Source: an optimization exercise on an open RTL-to-GDS flow (aim: small area). Production flows keep margins and buffers that such runs may drop.
Function was checked by simulation only, so behaviour that the tests miss may differ from the original.
Power is estimated from default activity; no workload was simulated.

**flow/run.sh**
```bash
#!/bin/bash
# synth_recipe.tcl (not shown) runs the flow's synth.tcl, then flattens the netlist and writes it again
# the make line also repeats each setting of config.mk as NAME=value (left out here)
make -C /OpenROAD-flow-scripts/flow DESIGN_CONFIG=/design/flow/config.mk WORK_HOME=/design/flow/orfs CLKGATE_MAP_FILE= SYNTH_SCRIPT=/design/flow/synth_recipe.tcl finish
```
**flow/config.mk**
```make
export PLATFORM = sky130hd
export DESIGN_NAME = frame_decoder_top
export DESIGN_NICKNAME = frame_decoder_top
export VERILOG_FILES = /design/flow/design.v
export SDC_FILE = /design/flow/constraint.sdc
export NUM_CORES = 4
export LEC_CHECK = 0
export CAP_MARGIN = 20
export CORE_MARGIN = 2
export CORE_UTILIZATION = 40
export SLEW_MARGIN = 20
```
**flow/constraint.sdc**
```tcl
create_clock -name core_clock -period 8.0 [get_ports {rx_pixel_clk}]
set_input_delay 1.6000 -clock core_clock [delete_from_list [all_inputs] [get_ports {rx_pixel_clk}]]
set_output_delay 1.6000 -clock core_clock [all_outputs]
set_load 0.01 [all_outputs]
```
**flow/design.v**
```verilog
package frame_decoder_pkg;
    typedef logic [47:0] link_word_t;    
    typedef logic [23:0] word_len_t;     
    typedef logic [7:0]  byte_mask_t;
    typedef logic [2:0]  byte_cnt_t;     
    typedef logic [7:0]  link_byte_t;
    typedef struct packed {
        logic       last;
        byte_cnt_t  cnt;
        link_word_t word;
    } buf_entry_t;
    localparam int BUF_ENTRY_W = 52;      
    typedef enum logic [1:0] {
        st_hunt,
        st_header,
        st_payload,
        st_eof
    } frame_state_t;
    localparam link_word_t SOF_WORD   = 48'hEA_FF_99_DE_AD_FF;
    localparam link_word_t EOF_WORD   = 48'hEA_FF_99_DE_AD_AA;
    localparam byte_cnt_t  WORD_BYTES = 3'd6;
endpackage
`timescale 1ns/1ps
module frame_fsm (
    input  logic       rx_pixel_clk,
    input  logic       rst_n,
    input  frame_decoder_pkg::link_word_t in_word,
    input  logic       in_valid,
    input  logic       last_word,
    input  logic       buf_full,
    output logic       load,
    output frame_decoder_pkg::word_len_t  load_len,
    output logic       dec,
    output logic       wr_en,
    output frame_decoder_pkg::buf_entry_t wr_entry,
    output logic       commit,
    output logic       discard
);
    frame_decoder_pkg::frame_state_t state;
    frame_decoder_pkg::frame_state_t state_nxt;
    frame_decoder_pkg::byte_cnt_t    last_cnt;      
    frame_decoder_pkg::byte_cnt_t    hdr_cnt;
    frame_decoder_pkg::byte_mask_t   hdr_mask;
    logic         commit_nxt;
    logic         discard_nxt;
    assign hdr_mask = in_word[15:8];
    assign load_len = in_word[39:16];
    always_comb begin
        case (hdr_mask)
            8'd1:    hdr_cnt = 3'd1;
            8'd3:    hdr_cnt = 3'd2;
            8'd7:    hdr_cnt = 3'd3;
            8'd15:   hdr_cnt = 3'd4;
            8'd31:   hdr_cnt = 3'd5;
            default: hdr_cnt = frame_decoder_pkg::WORD_BYTES;
        endcase
    end
    always_comb begin
        state_nxt     = state;
        load          = 1'b0;
        dec           = 1'b0;
        wr_en         = 1'b0;
        commit_nxt    = 1'b0;
        discard_nxt   = 1'b0;
        wr_entry.last = last_word;
        wr_entry.cnt  = last_word ? last_cnt : frame_decoder_pkg::WORD_BYTES;
        wr_entry.word = in_word;
        if (in_valid) begin
            case (state)
                frame_decoder_pkg::st_hunt: begin
                    if (in_word == frame_decoder_pkg::SOF_WORD) state_nxt = frame_decoder_pkg::st_header;
                end
                frame_decoder_pkg::st_header: begin
                    if (load_len == '0) begin
                        state_nxt = frame_decoder_pkg::st_eof;
                    end else begin
                        load      = 1'b1;
                        state_nxt = frame_decoder_pkg::st_payload;
                    end
                end
                frame_decoder_pkg::st_payload: begin
                    if (buf_full) begin
                        discard_nxt = 1'b1;      
                        state_nxt   = frame_decoder_pkg::st_hunt;
                    end else begin
                        wr_en = 1'b1;
                        dec   = 1'b1;
                        if (last_word) state_nxt = frame_decoder_pkg::st_eof;
                    end
                end
                default: begin
                    commit_nxt  = (in_word == frame_decoder_pkg::EOF_WORD);
                    discard_nxt = (in_word != frame_decoder_pkg::EOF_WORD);
                    state_nxt   = frame_decoder_pkg::st_hunt;
                end
            endcase
        end
    end
    always_ff @(posedge rx_pixel_clk) begin
        if (!rst_n) begin
            state    <= frame_decoder_pkg::st_hunt;
            last_cnt <= frame_decoder_pkg::WORD_BYTES;
            commit   <= 1'b0;
            discard  <= 1'b0;
        end else begin
            state   <= state_nxt;
            commit  <= commit_nxt;
            discard <= discard_nxt;
            if (in_valid && state == frame_decoder_pkg::st_header) last_cnt <= hdr_cnt;
        end
    end
endmodule
`timescale 1ns/1ps
module word_counter (
    input  logic      rx_pixel_clk,
    input  logic      rst_n,
    input  logic      load,
    input  frame_decoder_pkg::word_len_t load_len,
    input  logic      dec,
    output logic      last_word
);
    frame_decoder_pkg::word_len_t count;    
    always_ff @(posedge rx_pixel_clk) begin
        if (!rst_n) begin
            count <= '0;
        end else if (load) begin
            count <= load_len;
        end else if (dec) begin
            count <= count - 1'b1;
        end
    end
    assign last_word = (count == frame_decoder_pkg::word_len_t'(1));
endmodule
`timescale 1ns/1ps
module frame_buffer #(
    parameter int BUF_ADDR_W = 6
) (
    input  logic       rx_pixel_clk,
    input  logic       rst_n,
    input  logic       wr_en,
    input  frame_decoder_pkg::buf_entry_t wr_entry,
    input  logic       commit,
    input  logic       discard,
    input  logic       rd_en,
    output logic       buf_full,
    output logic       rd_avail,
    output frame_decoder_pkg::buf_entry_t rd_entry
);
    localparam int DEPTH = 1 << BUF_ADDR_W;
    logic [frame_decoder_pkg::BUF_ENTRY_W-1:0] mem [0:DEPTH-1];
    logic [BUF_ADDR_W:0] wr_ptr;
    logic [BUF_ADDR_W:0] commit_ptr;
    logic [BUF_ADDR_W:0] rd_ptr;
    logic [BUF_ADDR_W:0] used;
    always_ff @(posedge rx_pixel_clk) begin
        if (wr_en) mem[wr_ptr[BUF_ADDR_W-1:0]] <= wr_entry;
    end
    always_ff @(posedge rx_pixel_clk) begin
        if (!rst_n) begin
            wr_ptr     <= '0;
            commit_ptr <= '0;
            rd_ptr     <= '0;
        end else begin
            if (discard) begin
                wr_ptr <= commit_ptr;    
            end else if (wr_en) begin
                wr_ptr <= wr_ptr + 1'b1;
            end
            if (commit) commit_ptr <= wr_ptr;
            if (rd_en) rd_ptr <= rd_ptr + 1'b1;
        end
    end
    assign used     = wr_ptr - rd_ptr;
    assign buf_full = used[BUF_ADDR_W];
    assign rd_avail = (commit_ptr != rd_ptr);
    assign rd_entry = mem[rd_ptr[BUF_ADDR_W-1:0]];
endmodule
`timescale 1ns/1ps
module byte_unpacker (
    input  logic       rx_pixel_clk,
    input  logic       rst_n,
    input  logic       rd_avail,
    input  frame_decoder_pkg::buf_entry_t rd_entry,
    input  logic       full,
    output logic       rd_en,
    output logic       wr_en,
    output frame_decoder_pkg::link_byte_t wr_byte
);
    frame_decoder_pkg::link_word_t cur_word;
    frame_decoder_pkg::byte_cnt_t  remain;      
    frame_decoder_pkg::byte_cnt_t  sel;
    frame_decoder_pkg::link_word_t shifted;
    assign sel     = remain - 3'd1;
    assign shifted = cur_word >> {sel, 3'b000};
    assign wr_byte = shifted[7:0];
    assign wr_en = (remain != '0) && !full;
    assign rd_en = rd_avail && ((remain == '0) || (remain == 3'd1 && wr_en));
    always_ff @(posedge rx_pixel_clk) begin
        if (!rst_n) begin
            remain <= '0;
        end else if (rd_en) begin
            remain <= rd_entry.cnt;
        end else if (wr_en) begin
            remain <= remain - 3'd1;
        end
    end
    always_ff @(posedge rx_pixel_clk) begin
        if (rd_en) cur_word <= rd_entry.word;
    end
endmodule
`timescale 1ns/1ps
module byte_fifo #(
    parameter int BYTE_ADDR_W = 5
) (
    input  logic       rx_pixel_clk,
    input  logic       rst_n,
    input  logic       wr_en,
    input  frame_decoder_pkg::link_byte_t wr_byte,
    input  logic       byte_rd,
    output logic       full,
    output frame_decoder_pkg::link_byte_t byte_data,
    output logic       byte_empty
);
    localparam int DEPTH = 1 << BYTE_ADDR_W;
    frame_decoder_pkg::link_byte_t mem [DEPTH];
    logic [BYTE_ADDR_W-1:0] wr_ptr;
    logic [BYTE_ADDR_W-1:0] rd_ptr;
    logic [BYTE_ADDR_W:0]   count;
    always_ff @(posedge rx_pixel_clk) begin
        if (wr_en) mem[wr_ptr] <= wr_byte;
    end
    always_ff @(posedge rx_pixel_clk) begin
        if (!rst_n) begin
            wr_ptr <= '0;
            rd_ptr <= '0;
            count  <= '0;
        end else begin
            if (wr_en) wr_ptr <= wr_ptr + 1'b1;
            if (byte_rd) rd_ptr <= rd_ptr + 1'b1;
            case ({wr_en, byte_rd})
                2'b10:   count <= count + 1'b1;
                2'b01:   count <= count - 1'b1;
                default: count <= count;
            endcase
        end
    end
    assign full       = (count == DEPTH[BYTE_ADDR_W:0]);
    assign byte_empty = (count == '0);
    assign byte_data  = mem[rd_ptr];     
endmodule
`timescale 1ns/1ps
module frame_decoder_top #(
    parameter int BUF_ADDR_W  = 6,
    parameter int BYTE_ADDR_W = 5
) (
    input  logic        rx_pixel_clk,
    input  logic        rst_n,
    input  logic [63:0] rx_data,
    input  logic        rx_valid,
    input  logic        byte_rd,
    output frame_decoder_pkg::link_byte_t  byte_data,
    output logic        byte_empty
);
    frame_decoder_pkg::link_word_t in_word;
    logic       load;
    frame_decoder_pkg::word_len_t  load_len;
    logic       dec;
    logic       last_word;
    logic       buf_wr_en;
    frame_decoder_pkg::buf_entry_t wr_entry;
    logic       commit;
    logic       discard;
    logic       buf_full;
    logic       rd_en;
    logic       rd_avail;
    frame_decoder_pkg::buf_entry_t rd_entry;
    logic       fifo_wr_en;
    frame_decoder_pkg::link_byte_t wr_byte;
    logic       fifo_full;
    assign in_word = {rx_data[7:0], rx_data[15:8], rx_data[23:16],
                      rx_data[31:24], rx_data[39:32], rx_data[47:40]};
    frame_fsm frame_fsm_i (
        .rx_pixel_clk (rx_pixel_clk),
        .rst_n        (rst_n),
        .in_word      (in_word),
        .in_valid     (rx_valid),
        .last_word    (last_word),
        .buf_full     (buf_full),
        .load         (load),
        .load_len     (load_len),
        .dec          (dec),
        .wr_en        (buf_wr_en),
        .wr_entry     (wr_entry),
        .commit       (commit),
        .discard      (discard)
    );
    word_counter word_counter_i (
        .rx_pixel_clk (rx_pixel_clk),
        .rst_n        (rst_n),
        .load         (load),
        .load_len     (load_len),
        .dec          (dec),
        .last_word    (last_word)
    );
    frame_buffer #(
        .BUF_ADDR_W (BUF_ADDR_W)
    ) frame_buffer_i (
        .rx_pixel_clk (rx_pixel_clk),
        .rst_n        (rst_n),
        .wr_en        (buf_wr_en),
        .wr_entry     (wr_entry),
        .commit       (commit),
        .discard      (discard),
        .rd_en        (rd_en),
        .buf_full     (buf_full),
        .rd_avail     (rd_avail),
        .rd_entry     (rd_entry)
    );
    byte_unpacker byte_unpacker_i (
        .rx_pixel_clk (rx_pixel_clk),
        .rst_n        (rst_n),
        .rd_avail     (rd_avail),
        .rd_entry     (rd_entry),
        .full         (fifo_full),
        .rd_en        (rd_en),
        .wr_en        (fifo_wr_en),
        .wr_byte      (wr_byte)
    );
    byte_fifo #(
        .BYTE_ADDR_W (BYTE_ADDR_W)
    ) byte_fifo_i (
        .rx_pixel_clk (rx_pixel_clk),
        .rst_n        (rst_n),
        .wr_en        (fifo_wr_en),
        .wr_byte      (wr_byte),
        .byte_rd      (byte_rd),
        .full         (fifo_full),
        .byte_data    (byte_data),
        .byte_empty   (byte_empty)
    );
endmodule
```
==> reports/metrics.yaml <==
floorplanning:
  core-area_mm2: 0.349
  initial_core_util: 0.401
  fp-row-count: 217
  boundaryPins: 77
  dieHeight_um: 595
  dieArea_mm2: 0.354
  die_w_um: 595
yosys:
  synth_nets: 5975
  yosysWarnings: 5
  synth_cells: 5887
  synth_edf_count: 3568
  yosys_most_used_dff: "edfxtp_1"
  syn_avg_cell_area_um2: 23.8
  synth_top_area_frac: 0.766
  synth_seq_cells: 3650
  synth.area.top_cells: "edfxtp_1 77%, mux4_2 17%, dfxtp_1 1.2%"
  yosysUniqueCellTypes: 66
  synth_area_leader_cell: "edfxtp_1"
  async_reset_ff_frac: 0
  ys_seq_area_frac: 0.778
  synth_area_mm2: 0.140
cells_and_area:
  area_growth_pct: 14.2
  drive_above_1_share: 0.308
  nNetsFinal: 6338
  fin_cells: 11200
setup_path:
  cp_slowest_stage_delay_ps: 990
  start_kind: "flop"
  critPathMaxFanout: 46
  slowest_stage: "dfxtp_4"
  setup.worst_path.end_class: "output port"
  cp.arrival_ps: 4400
  required_ps: 6400
  worstSetupPathType: "reg -> out"
  cp_common_cell: "mux4_2"
  cp_cell_sequence: "buf_4, mux4_2, mux4_2, mux2_2, clkdlybuf4s50_1"
sta:
  setup_violations: 0
  holdWs_ps: 490
  fin_setup_tns_ps: 0
  slew_headroom: 0.195
  finalCritPeriodShare: 0.750
  hold_viol: 0
  post-route-min-period_ps: 6000
  clock.fmax_mhz: 167
  skew_ps: 73.2
  drv_slew: 0
  fin_ws_ps: 2000
  worst_pin_slew_ps: 1200
  rsz0062_at_grt: "false"
route:
  ant_nets: 0
  drt_wl_total_um: 360000
  num_vias: 65000
  drt_iter0_drc: 8346
  dr.pass1.iters: 5
  drc: 0
  wire_per_inst_um: 32.2
  vias_per_cell: 5.82
power:
  ir_worst_vdd_mv: 0.175
  p_clk_frac: 0.425
  switchingPower_mw: 8.75
  p_int_mw: 31.8
  sequentialPowerShare: 0.531
  sw_frac_of_total: 0.216
  p_leak_nw: 47.1
  power-per-cell-area_mw_per_mm2: 254
  power_frac_comb: 0.043
cts:
  postCtsSetupBuffers: 0
  cts_buffers: 376
  clk_path_buf_depth: 4
  cts.sinks: 3650
  cts_tree: "built"
  ctsHoldBuffers: 0
  insertion_delay_ps: 970
  cts.clk_slew.worst_paths_ps: 60
  h-tree-depth: 5
  postCtsResizedCells: 0
  clockRootBuffer: "clkbuf_16"
placed_design:
  dp.final_hpwl_um: 205000
  dp.cells: 10500
  dp_worst_setup_slack_ps: 2270
  io_buffers: 60
  gp_congestion: 0.859
outcome:
  outcome: "timing/DRC/antenna clean"
global_route:
  grt_pass1_wl_um: 507000
  grt_pass1_vias: 66000
  grt_start_max_net_pins: 117
  grt_overflow: 0
  antenna_found_initial: 19
  grt_use_total: 0.201
hold_path:
  hold_path.class: "reg -> reg"
run:
  maxCapViolCount: 0
-- state kept, by name (all words and copies together), names as in the netlist, 3 cells and up, named ones only --
register / flops
frame_buffer_i.commit_ptr: 7
byte_unpacker_i.cur_word: 48
byte_fifo_i.rd_ptr: 5
byte_fifo_i.wr_ptr: 5
byte_unpacker_i.remain: 3
word_counter_i.count: 24
frame_buffer_i.rd_ptr: 7
frame_buffer_i.wr_ptr: 7
byte_fifo_i.mem: 256
frame_buffer_i.mem: 3264
byte_fifo_i.count: 6
frame_fsm_i.last_cnt: 3
-- cells in the final DEF, fill, tap and decap left out, types with 25 or more instances in the layout --
master        n
a211oi_1     25
a21oi_1      55
a22oi_1      73
buf_12       40
buf_2        48
buf_4       195
bufinv_16    30
clkbuf_1     84
clkbuf_16   383
clkinv_1     76
clkinv_2     62
dfxtp_1      73
edfxtp_1   3568
mux2i_1      52
mux4_2     1082
nand2_1      90
nor2_1      113
nor2_4       62
nor2b_1      25
o21ai_0      28
xnor2_1      26
-- kinds of logic (layout without fill, tap and decap cells) --
kind of cell    Yosys count  after routing  share of synthesized area
mux                    1149           1149                      0.179
flops                  3650           3650                      0.778
simple gates            431            431                     0.0152
other cells               0              9                          0
fa+ha+maj                20             20                    0.00179
compound gates          254            254                     0.0121
xor+xnor                 44             44                    0.00276
buf+inv                 339           1010                     0.0109
-- layout make-up --
| class | count | area [µm²] |
|---|---|---|
| sequential | 3650 | 109000 |
| fill | 28600 | 189000 |
| clock buffer | 471 | 9950 |
| inverter | 22 | 83.8 |
| clock inverter | 215 | 2190 |
| antenna | 9 | 22.5 |
| tap | 4599 | 5750 |
| timing repair buffer | 302 | 2760 |
| multi-input combinational | 1898 | 30100 |
-- metrics by stage --
| stage | utilization | instance area, µm² | power [mW] |
|---|---|---|---|
| floorplan | - | 140000 | 22.7 |
| global placement | 0.422 | 147000 | 23.6 |
| detailed placement | 0.423 | 147000 | 23.7 |
| CTS | 0.457 | 159000 | 40.8 |
| global route | 0.458 | 160000 | 41.7 |
| finish | 0.458 | 160000 | 40.5 |
-- worst paths after layout --
kind | start | endpoint | slack, ps | cells past startpoint
worst min register to register | word_counter_i.count[8] | word_counter_i.count[8] | 490 | 2
worst max register to register | frame_buffer_i.wr_ptr[3] | frame_buffer_i.mem[50][38] | 3340 | 9
worst min-delay path | word_counter_i.count[8] | word_counter_i.count[8] | 490 | 2
worst max-delay path | flop | byte_data[3] | 2000 | 5
-- worst max-delay path, delay by kind of cell, from the launching register on --
family | cells | cell delay, ps
buf+inv | 2 | 1000
flops | 1 | 990
mux | 3 | 1420
-- layer usage --
layer,vias up,GRT usage,wire length (µm)
met5,-,0,42
met4,6,0.0526,9680
met3,488,0.0378,29800
met2,2851,0.325,174000
met1,35600,0.282,146000
li1,26100,-,-
-- cells in the mapped netlist (all sizes together), types with 5 or more instances --
cell type	n
mux4	1082
or3b	5
edfxtp	3568
nand4	17
dfxtp	82
xor2	17
mux2	15
clkbuf	147
nor3	18
or4	6
nand2	90
nor3b	5
a31oi	15
o22ai	14
inv	22
o21ai	29
nor4	17
xnor2	27
or3	11
nand2b	8
and2	6
buf	170
nor2	176
a21oi	55
a22o	11
or2	6
nand3b	9
nor2b	27
ha	20
nand3	16
a211oi	25
mux2i	52
a22oi	73
-- power by group through the flow --
stage | sequential, mW | clock (mW) | combinational [mW]
2_1_floorplan | 21.9 | 0 | 0.745
4_1_cts | 21.5 | 17.5 | 1.77
6_report | 21.5 | 17.2 | 1.76
3_5_place_dp | 21.9 | 0 | 1.77
5_1_grt | 21.5 | 18.3 | 1.88
3_3_place_gp | 21.9 | 0 | 1.69

==> separate check: timing with driven ports <==
The flow's constraints put no driver on any port. The routed layout listed below was extracted and timed again, unchanged, in two steps. Step 1 assumes that a clkbuf_16 drives the clock port and a buf_2 every other input. Step 2 times the ports against the registers' clock, not the clock port: input delays grow and output delays shrink by t, the midpoint of the rising clock arrivals with the driver on. Slacks: ideal ports / drivers / drivers and shift; pairs: ideal ports / drivers.
t (ns): 1.034
slack for setup (ns): 2.003 / 1.901 / 1.966
hold WS [ns]: 0.490 / 0.490 / 0.490
worst setup path after step 2: input to register
After both steps this run still meets setup and hold. For this run, drivers alone change the setup slack by -0.102 ns; drivers and shift together by -0.037 ns.
